What follows belongs to an exercise in optimizing a design on an open flow for small area and a short achievable clock period; a production flow would make more cautious choices.
RTL that was checked went through simulation tests only; none was proved equivalent to the original.

==> ember <==
Design inv_sqrt_unit, start of the top module:
module inv_sqrt_unit #(
	parameter logic [9:0] PIPE = 10'b1111111111
) (
	input  logic clk,
	input  logic reset,
	input  logic in_valid,
	input  fp_pkg::int_t in_value,
	output logic out_valid,
	output fp_pkg::fp_t  out_fp,
	output fp_pkg::int_t out_fixed
);
export LEC_CHECK = 0
export ABC_CLOCK_PERIOD_IN_PS = 2000
export CAP_MARGIN = 20
export CORE_MARGIN = 2
export CORE_UTILIZATION = 40
export SETUP_SLACK_MARGIN = 5
export SLEW_MARGIN = 20
export SYNTH_HIERARCHICAL = 1
export SYNTH_MINIMUM_KEEP_SIZE = 0
create_clock -name core_clock -period 9.5 [get_ports {clk}]
run.sh (not shown) runs the stock make flow with config.mk's settings and CLKGATE_MAP_FILE= SYNTH_SCRIPT=/design/flow/synth_recipe.tcl, a recipe that flattens the netlist after the stock synthesis.
==> onyx (differences from ember) <==
--- a/flow/design.v
+++ b/flow/design.v
@@ -9,16 +9,16 @@
 	typedef logic [INT_WIDTH-1:0] int_t;
 endpackage
 `default_nettype wire
 `timescale 1ns/10ps
 `default_nettype none
 module isq_square_tree (
 	input  logic [15:0] u,
-	output logic [35:17] ra,
-	output logic [35:17] rb,
+	output logic [35:13] ra,
+	output logic [35:13] rb,
 	output logic ci
 );
 	logic w0;
 	assign w0 = u[0] & u[1];
 	logic w1;
 	assign w1 = u[0] & u[2];
 	logic w2;
@@ -494,30 +494,30 @@
 	csa_fa u_fa237 (.a(c185), .b(s209), .c(c208), .s(s236), .co(c236));
 	logic s237, c237;
 	csa_fa u_fa238 (.a(w117), .b(c209), .c(s210), .s(s237), .co(c237));
 	logic s238, c238;
 	csa_fa u_fa239 (.a(u[12]), .b(w118), .c(c210), .s(s238), .co(c238));
 	logic s239, c239;
 	csa_fa u_fa240 (.a(u[13]), .b(u[15]), .c(w119), .s(s239), .co(c239));
-	logic [16:0] lo_a, lo_b;
-	logic [17:0] lo_sum;
-	assign ra = {1'b0, 1'b1, c239, c238, c237, c236, c235, c234, c233, c232, c231, c230, c229, c228, c227, c226, c225, c224, c223};
-	assign rb = {1'b0, u[15], u[14], s239, s238, s237, s236, s235, s234, s233, s232, s231, s230, s229, s228, s227, s226, s225, s224};
-	assign lo_a = {c222, c221, c220, c219, c218, c217, c216, c215, c214, c213, c212, c211, s211, u[0], 1'b0, 1'b0, 1'b1};
-	assign lo_b = {s223, s222, s221, s220, s219, s218, s217, s216, s215, s214, s213, s212, w0, u[1], 1'b0, 1'b0, 1'b0};
+	logic [12:0] lo_a, lo_b;
+	logic [13:0] lo_sum;
+	assign ra = {1'b0, 1'b1, c239, c238, c237, c236, c235, c234, c233, c232, c231, c230, c229, c228, c227, c226, c225, c224, c223, c222, c221, c220, c219};
+	assign rb = {1'b0, u[15], u[14], s239, s238, s237, s236, s235, s234, s233, s232, s231, s230, s229, s228, s227, s226, s225, s224, s223, s222, s221, s220};
+	assign lo_a = {c218, c217, c216, c215, c214, c213, c212, c211, s211, u[0], 1'b0, 1'b0, 1'b1};
+	assign lo_b = {s219, s218, s217, s216, s215, s214, s213, s212, w0, u[1], 1'b0, 1'b0, 1'b0};
 	assign lo_sum = {1'b0, lo_a} + {1'b0, lo_b};
-	assign ci = lo_sum[17];
+	assign ci = lo_sum[13];
 endmodule
 module isq_xmul_tree (
 	input  logic [16:0] s,
 	input  logic [7:0] one,
 	input  logic [7:0] two,
 	input  logic [6:0] neg,
-	output logic [33:15] ra,
-	output logic [33:15] rb,
+	output logic [33:11] ra,
+	output logic [33:11] rb,
 	output logic ci
 );
 	logic w0;
 	assign w0 = ((one[0] & s[0])) ^ neg[0];
 	logic w1;
 	assign w1 = ((one[0] & s[1]) | (two[0] & s[0])) ^ neg[0];
 	logic w2;
@@ -1132,30 +1132,30 @@
 	logic s304, c304;
 	csa_fa u_fa305 (.a(c245), .b(s273), .c(c272), .s(s304), .co(c304));
 	logic s305, c305;
 	csa_fa u_fa306 (.a(w158), .b(s274), .c(c273), .s(s305), .co(c305));
 	logic s306, c306;
 	assign s306 = ~c274;
 	assign c306 = c274;
-	logic [14:0] lo_a, lo_b;
-	logic [15:0] lo_sum;
-	assign ra = {c305, c304, c303, c302, c301, c300, c299, c298, c297, c296, c295, c294, c293, c292, c291, c290, c289, c288, c287};
-	assign rb = {s306, s305, s304, s303, s302, s301, s300, s299, s298, s297, s296, s295, s294, s293, s292, s291, s290, s289, s288};
-	assign lo_a = {c286, c285, c284, c283, c282, c281, c280, c279, c278, c277, c276, c275, s275, w1, neg[0]};
-	assign lo_b = {s287, s286, s285, s284, s283, s282, s281, s280, s279, s278, s277, s276, w20, 1'b0, w0};
+	logic [10:0] lo_a, lo_b;
+	logic [11:0] lo_sum;
+	assign ra = {c305, c304, c303, c302, c301, c300, c299, c298, c297, c296, c295, c294, c293, c292, c291, c290, c289, c288, c287, c286, c285, c284, c283};
+	assign rb = {s306, s305, s304, s303, s302, s301, s300, s299, s298, s297, s296, s295, s294, s293, s292, s291, s290, s289, s288, s287, s286, s285, s284};
+	assign lo_a = {c282, c281, c280, c279, c278, c277, c276, c275, s275, w1, neg[0]};
+	assign lo_b = {s283, s282, s281, s280, s279, s278, s277, s276, w20, 1'b0, w0};
 	assign lo_sum = {1'b0, lo_a} + {1'b0, lo_b};
-	assign ci = lo_sum[15];
+	assign ci = lo_sum[11];
 endmodule
 module isq_ymul_tree (
 	input  logic [15:0] u,
 	input  logic [7:0] one,
 	input  logic [7:0] two,
 	input  logic [7:0] neg,
-	output logic [36:17] ra,
-	output logic [36:17] rb,
+	output logic [36:12] ra,
+	output logic [36:12] rb,
 	output logic ci
 );
 	logic w0;
 	assign w0 = (one[0]) ^ neg[0];
 	logic w1;
 	assign w1 = ((one[0] & u[0]) | two[0]) ^ neg[0];
 	logic w2;
@@ -1774,22 +1774,22 @@
 	logic s306, c306;
 	csa_fa u_fa307 (.a(w158), .b(s275), .c(c274), .s(s306), .co(c306));
 	logic s307, c307;
 	csa_fa u_fa308 (.a(u[14]), .b(w159), .c(c275), .s(s307), .co(c307));
 	logic s308, c308;
 	assign s308 = ~u[15];
 	assign c308 = u[15];
-	logic [16:0] lo_a, lo_b;
-	logic [17:0] lo_sum;
-	assign ra = {1'b0, c308, c307, c306, c305, c304, c303, c302, c301, c300, c299, c298, c297, c296, c295, c294, c293, c292, c291, c290};
-	assign rb = {1'b0, 1'b0, s308, s307, s306, s305, s304, s303, s302, s301, s300, s299, s298, s297, s296, s295, s294, s293, s292, s291};
-	assign lo_a = {c289, c288, c287, c286, c285, c284, c283, c282, c281, c280, c279, c278, c277, c276, s276, w1, neg[0]};
-	assign lo_b = {s290, s289, s288, s287, s286, s285, s284, s283, s282, s281, s280, s279, s278, s277, w20, 1'b0, w0};
+	logic [11:0] lo_a, lo_b;
+	logic [12:0] lo_sum;
+	assign ra = {1'b0, c308, c307, c306, c305, c304, c303, c302, c301, c300, c299, c298, c297, c296, c295, c294, c293, c292, c291, c290, c289, c288, c287, c286, c285};
+	assign rb = {1'b0, 1'b0, s308, s307, s306, s305, s304, s303, s302, s301, s300, s299, s298, s297, s296, s295, s294, s293, s292, s291, s290, s289, s288, s287, s286};
+	assign lo_a = {c284, c283, c282, c281, c280, c279, c278, c277, c276, s276, w1, neg[0]};
+	assign lo_b = {s285, s284, s283, s282, s281, s280, s279, s278, s277, w20, 1'b0, w0};
 	assign lo_sum = {1'b0, lo_a} + {1'b0, lo_b};
-	assign ci = lo_sum[17];
+	assign ci = lo_sum[12];
 endmodule
 module csa_fa (
 	input  logic a,
 	input  logic b,
 	input  logic c,
 	output logic s,
 	output logic co
@@ -1860,36 +1860,38 @@
 	assign a_u = 16'd28339 - sub;
 	assign a_b1 = (sub > 16'd28339);
 	assign a_t1 = a_b1 | (sub <= 16'd1193);
 	assign a_c = 4'(({1'b0, a_p} + 5'd1) >> 1) + {3'd0, a_b1};
 	assign a_z0 = (~a_b1 & ~e0 & ~a_t1) | (a_b1 & e0);
 	assign a_zn = a_b1 & ~e0;
 	logic [15:0] b_u;
-	logic [14:0] b_m;
 	logic [3:0]  b_c;
 	logic        b_t1, b_z0, b_zn;
-	pipe_reg #(.W(16+15+4+3), .EN(PIPE[2])) u_c2 (.clk(clk),
-		.d({a_u, a_m, a_c, a_t1, a_z0, a_zn}),
-		.q({b_u, b_m, b_c, b_t1, b_z0, b_zn}));
-	logic [35:17] b_ra, b_rb;
+	pipe_reg #(.W(16+4+3), .EN(PIPE[2])) u_c2 (.clk(clk),
+		.d({a_u, a_c, a_t1, a_z0, a_zn}),
+		.q({b_u, b_c, b_t1, b_z0, b_zn}));
+	logic [35:13] b_ra, b_rb;
 	logic         b_ci;
 	isq_square_tree u_square (.u(b_u), .ra(b_ra), .rb(b_rb), .ci(b_ci));
-	logic [35:17] c_ra, c_rb;
+	logic [35:13] c_ra, c_rb;
 	logic         c_ci;
 	logic [15:0]  c_u;
-	logic [14:0]  c_m;
 	logic [3:0]   c_c;
 	logic         c_t1, c_z0, c_zn;
-	pipe_reg #(.W(19+19+1+16+15+4+3), .EN(PIPE[3])) u_c3 (.clk(clk),
-		.d({b_ra, b_rb, b_ci, b_u, b_m, b_c, b_t1, b_z0, b_zn}),
-		.q({c_ra, c_rb, c_ci, c_u, c_m, c_c, c_t1, c_z0, c_zn}));
-	logic [35:17] c_p1;
+	pipe_reg #(.W(23+23+1+16+4+3), .EN(PIPE[3])) u_c3 (.clk(clk),
+		.d({b_ra, b_rb, b_ci, b_u, b_c, b_t1, b_z0, b_zn}),
+		.q({c_ra, c_rb, c_ci, c_u, c_c, c_t1, c_z0, c_zn}));
+	logic [35:12] c_p1;
 	logic [16:0]  c_ysq;
-	assign c_p1 = c_ra + c_rb + {18'd0, c_ci};
+	assign c_p1 = {c_ra, 1'b1} + {c_rb, c_ci};
 	assign c_ysq = c_t1 ? c_p1[34:18] : c_p1[33:17];
+	logic [15:0]  c_sub;
+	logic [14:0]  c_m;
+	assign c_sub = 16'd28339 - c_u;
+	assign c_m = c_sub[14:0];
 	logic [16:-1] c_mb;
 	logic [7:0]   c_mone, c_mtwo;
 	logic [6:0]   c_mneg;
 	assign c_mb = {2'b01, c_m, 1'b0};
 	always_comb begin
 		for (int k = 0; k < 8; k++) begin
 			c_mone[k] = c_mb[2*k] ^ c_mb[2*k-1];
@@ -1905,47 +1907,45 @@
 	logic [6:0]  d_mneg;
 	logic [16:0] d_ysq;
 	logic [3:0]  d_c;
 	logic        d_z0, d_zn;
 	pipe_reg #(.W(16+23+17+4+2), .EN(PIPE[4])) u_c4 (.clk(clk),
 		.d({c_u, c_mone, c_mtwo, c_mneg, c_ysq, c_c, c_z0, c_zn}),
 		.q({d_u, d_mone, d_mtwo, d_mneg, d_ysq, d_c, d_z0, d_zn}));
-	logic [33:15] d_ra, d_rb;
+	logic [33:11] d_ra, d_rb;
 	logic         d_ci;
 	isq_xmul_tree u_xmul (.s(d_ysq), .one(d_mone), .two(d_mtwo), .neg(d_mneg),
 		.ra(d_ra), .rb(d_rb), .ci(d_ci));
-	logic [33:15] e_ra, e_rb;
+	logic [33:11] e_ra, e_rb;
 	logic         e_ci;
 	logic [15:0]  e_u;
 	logic [3:0]   e_c;
 	logic         e_z0, e_zn;
-	pipe_reg #(.W(19+19+1+16+4+2), .EN(PIPE[5])) u_c5 (.clk(clk),
+	pipe_reg #(.W(23+23+1+16+4+2), .EN(PIPE[5])) u_c5 (.clk(clk),
 		.d({d_ra, d_rb, d_ci, d_u, d_c, d_z0, d_zn}),
 		.q({e_ra, e_rb, e_ci, e_u, e_c, e_z0, e_zn}));
-	logic [33:15] e_q;
+	logic [33:10] e_q;
 	logic         e_t2;
 	logic [16:0]  e_xs;
 	logic         e_d2;
-	assign e_q = e_ra + e_rb + {18'd0, e_ci};
+	assign e_q = {e_ra, 1'b1} + {e_rb, e_ci};
 	assign e_t2 = e_q[33];
 	assign e_xs = e_t2 ? e_q[32:16] : e_q[31:15];
 	assign e_d2 = (e_z0 & ~e_t2) | (e_zn & e_t2);
 	logic [15:0] f_u;
 	logic [16:0] f_xs;
 	logic [3:0]  f_c;
 	logic        f_d2;
 	pipe_reg #(.W(16+17+4+1), .EN(PIPE[6])) u_c6 (.clk(clk),
 		.d({e_u, e_xs, e_c, e_d2}),
 		.q({f_u, f_xs, f_c, f_d2}));
-	logic [17:0] f_h;
-	logic [17:0] f_dfull;
+	logic [15:0] f_negx;
 	logic [14:0] f_d;
-	assign f_h = f_d2 ? 18'(({2'b01, f_xs} + 19'd1) >> 1) : {1'b1, f_xs};
-	assign f_dfull = 18'd131072 - f_h;
-	assign f_d = {f_dfull[14:1], f_dfull[0] & f_dfull[17]};
+	assign f_negx = 16'd0 - f_xs[15:0];
+	assign f_d = f_d2 ? {f_negx[15:2], 1'b0} : {f_negx[14:1], f_xs[0]};
 	logic [15:-1] f_db;
 	logic [7:0]   f_done, f_dtwo, f_dneg;
 	assign f_db = {f_d[14], f_d, 1'b0};
 	always_comb begin
 		for (int k = 0; k < 8; k++) begin
 			f_done[k] = f_db[2*k] ^ f_db[2*k-1];
 			f_dtwo[k] = (f_db[2*k+1] & ~f_db[2*k] & ~f_db[2*k-1]) |
@@ -1955,26 +1955,28 @@
 	end
 	logic [15:0] g_u;
 	logic [7:0]  g_done, g_dtwo, g_dneg;
 	logic [3:0]  g_c;
 	pipe_reg #(.W(16+24+4), .EN(PIPE[7])) u_c7 (.clk(clk),
 		.d({f_u, f_done, f_dtwo, f_dneg, f_c}),
 		.q({g_u, g_done, g_dtwo, g_dneg, g_c}));
-	logic [36:17] g_ra, g_rb;
+	logic [36:12] g_ra, g_rb;
 	logic         g_ci;
 	isq_ymul_tree u_ymul (.u(g_u), .one(g_done), .two(g_dtwo), .neg(g_dneg),
 		.ra(g_ra), .rb(g_rb), .ci(g_ci));
-	logic [36:17] h_ra, h_rb;
+	logic [36:12] h_ra, h_rb;
 	logic         h_ci;
 	logic [3:0]   h_c;
-	pipe_reg #(.W(20+20+1+4), .EN(PIPE[8])) u_c8 (.clk(clk),
+	pipe_reg #(.W(25+25+1+4), .EN(PIPE[8])) u_c8 (.clk(clk),
 		.d({g_ra, g_rb, g_ci, g_c}),
 		.q({h_ra, h_rb, h_ci, h_c}));
+	logic [36:11] h_wf;
 	logic [36:17] h_w;
-	assign h_w = h_ra + h_rb + {19'd0, h_ci};
+	assign h_wf = {h_ra, 1'b1} + {h_rb, h_ci};
+	assign h_w = h_wf[36:17];
 	logic [36:17] i_w;
 	logic [3:0]   i_c;
 	pipe_reg #(.W(20+4), .EN(PIPE[9])) u_c9 (.clk(clk),
 		.d({h_w, h_c}),
 		.q({i_w, i_c}));
 	logic [17:0] i_frac;
 	logic [3:0]  i_exp;
==> flow/flow/run.sh (new file) <==
#!/bin/bash
set -euo pipefail
export SETUP_SLACK_MARGIN=6.3
bash standard.sh > standard.log 2>&1
==> flow/standard.sh (new file) <==
#!/bin/bash
# synth_recipe.tcl (not shown) runs the flow's synth.tcl, then flattens the netlist and writes it again
# the make line also repeats each setting of config.mk as NAME=value (left out here)
make -C /OpenROAD-flow-scripts/flow DESIGN_CONFIG=/design/flow/config.mk WORK_HOME=/design/flow/orfs CLKGATE_MAP_FILE= SYNTH_SCRIPT=/design/flow/synth_recipe.tcl "${@:-finish}"
Settings changed: ABC_CLOCK_PERIOD_IN_PS 2000 to not set, CTS_CLUSTER_DIAMETER set to 130, CTS_CLUSTER_SIZE set to 30, PLACE_DENSITY set to 0.72, SETUP_SLACK_MARGIN 5 to not set.
removed: flow/run.sh
==> comparison table <==
metric                                                                                    onyx                    ember
Critical Path Slowest Stage Cell                                                          fa_1                  dfxtp_1
DP Wirelength                                                                         44600 um                 49400 um
Data arrival at the endpoint of the critical path                                      3600 ps                  4780 ps
Insertion delay of the later-clocked pin in the worst-skew pair                         580 ps                   590 ps
Height of the chip                                                                      286 um                   285 um
Final clock skew                                                                       41.5 ps                  11.9 ps
Width of the chip                                                                       286 um                   285 um
Met2 WL                                                                               30200 um                 33300 um
Flop2flop setup slack                                                                  6340 ps                  5210 ps
Flip-flop count of the largest register after layout                                        69                       75
Result of the run                                                      complete, no violations  complete, no violations
CP peak stage delay                                                                     520 ps                   750 ps
Overall routed net length                                                             63100 um                 68800 um
Unrepaired setup endpoints after global routing                                            yes                       no
Worst hold path endpoint                                                             u_c5.q[8]               u_c7.q[39]
Weighted congestion at the end of routability-driven global placement                    0.867                    0.865
Global Route Usage Sum                                                                   0.151                    0.171
Setup WS pre-CTS                                                                       5780 ps                  5110 ps
Via-per-instance ratio                                                                    5.35                     5.26
Only the layout flow was run in ember; the RTL was not checked for function there.

## separate check: timing with driven ports
In the flow no input, the clock included, has a driving cell. The finished layouts below were timed again as built, in two steps.
Step 1: set_driving_cell puts a clkbuf_16 on clk and a buf_2 on each other input, an assumption about the parent block.
Step 2 times the ports against the registers' clock, not the clock port: input delays grow and output delays shrink by t, the midpoint of the rising clock arrivals with the driver on.
Slacks: ideal ports / drivers / drivers and shift; pairs: ideal ports / drivers.
run | t, ns | slack for setup (ns) | worst setup path at the end | worst register clock-pin slew, ns
ember | 0.648 | 5.207 / 5.207 / 5.207 | register to register | 0.07 / 0.07
onyx | 0.623 | 6.338 / 6.338 / 6.338 | register to register | 0.12 / 0.12
After both steps every run listed still meets setup and hold.
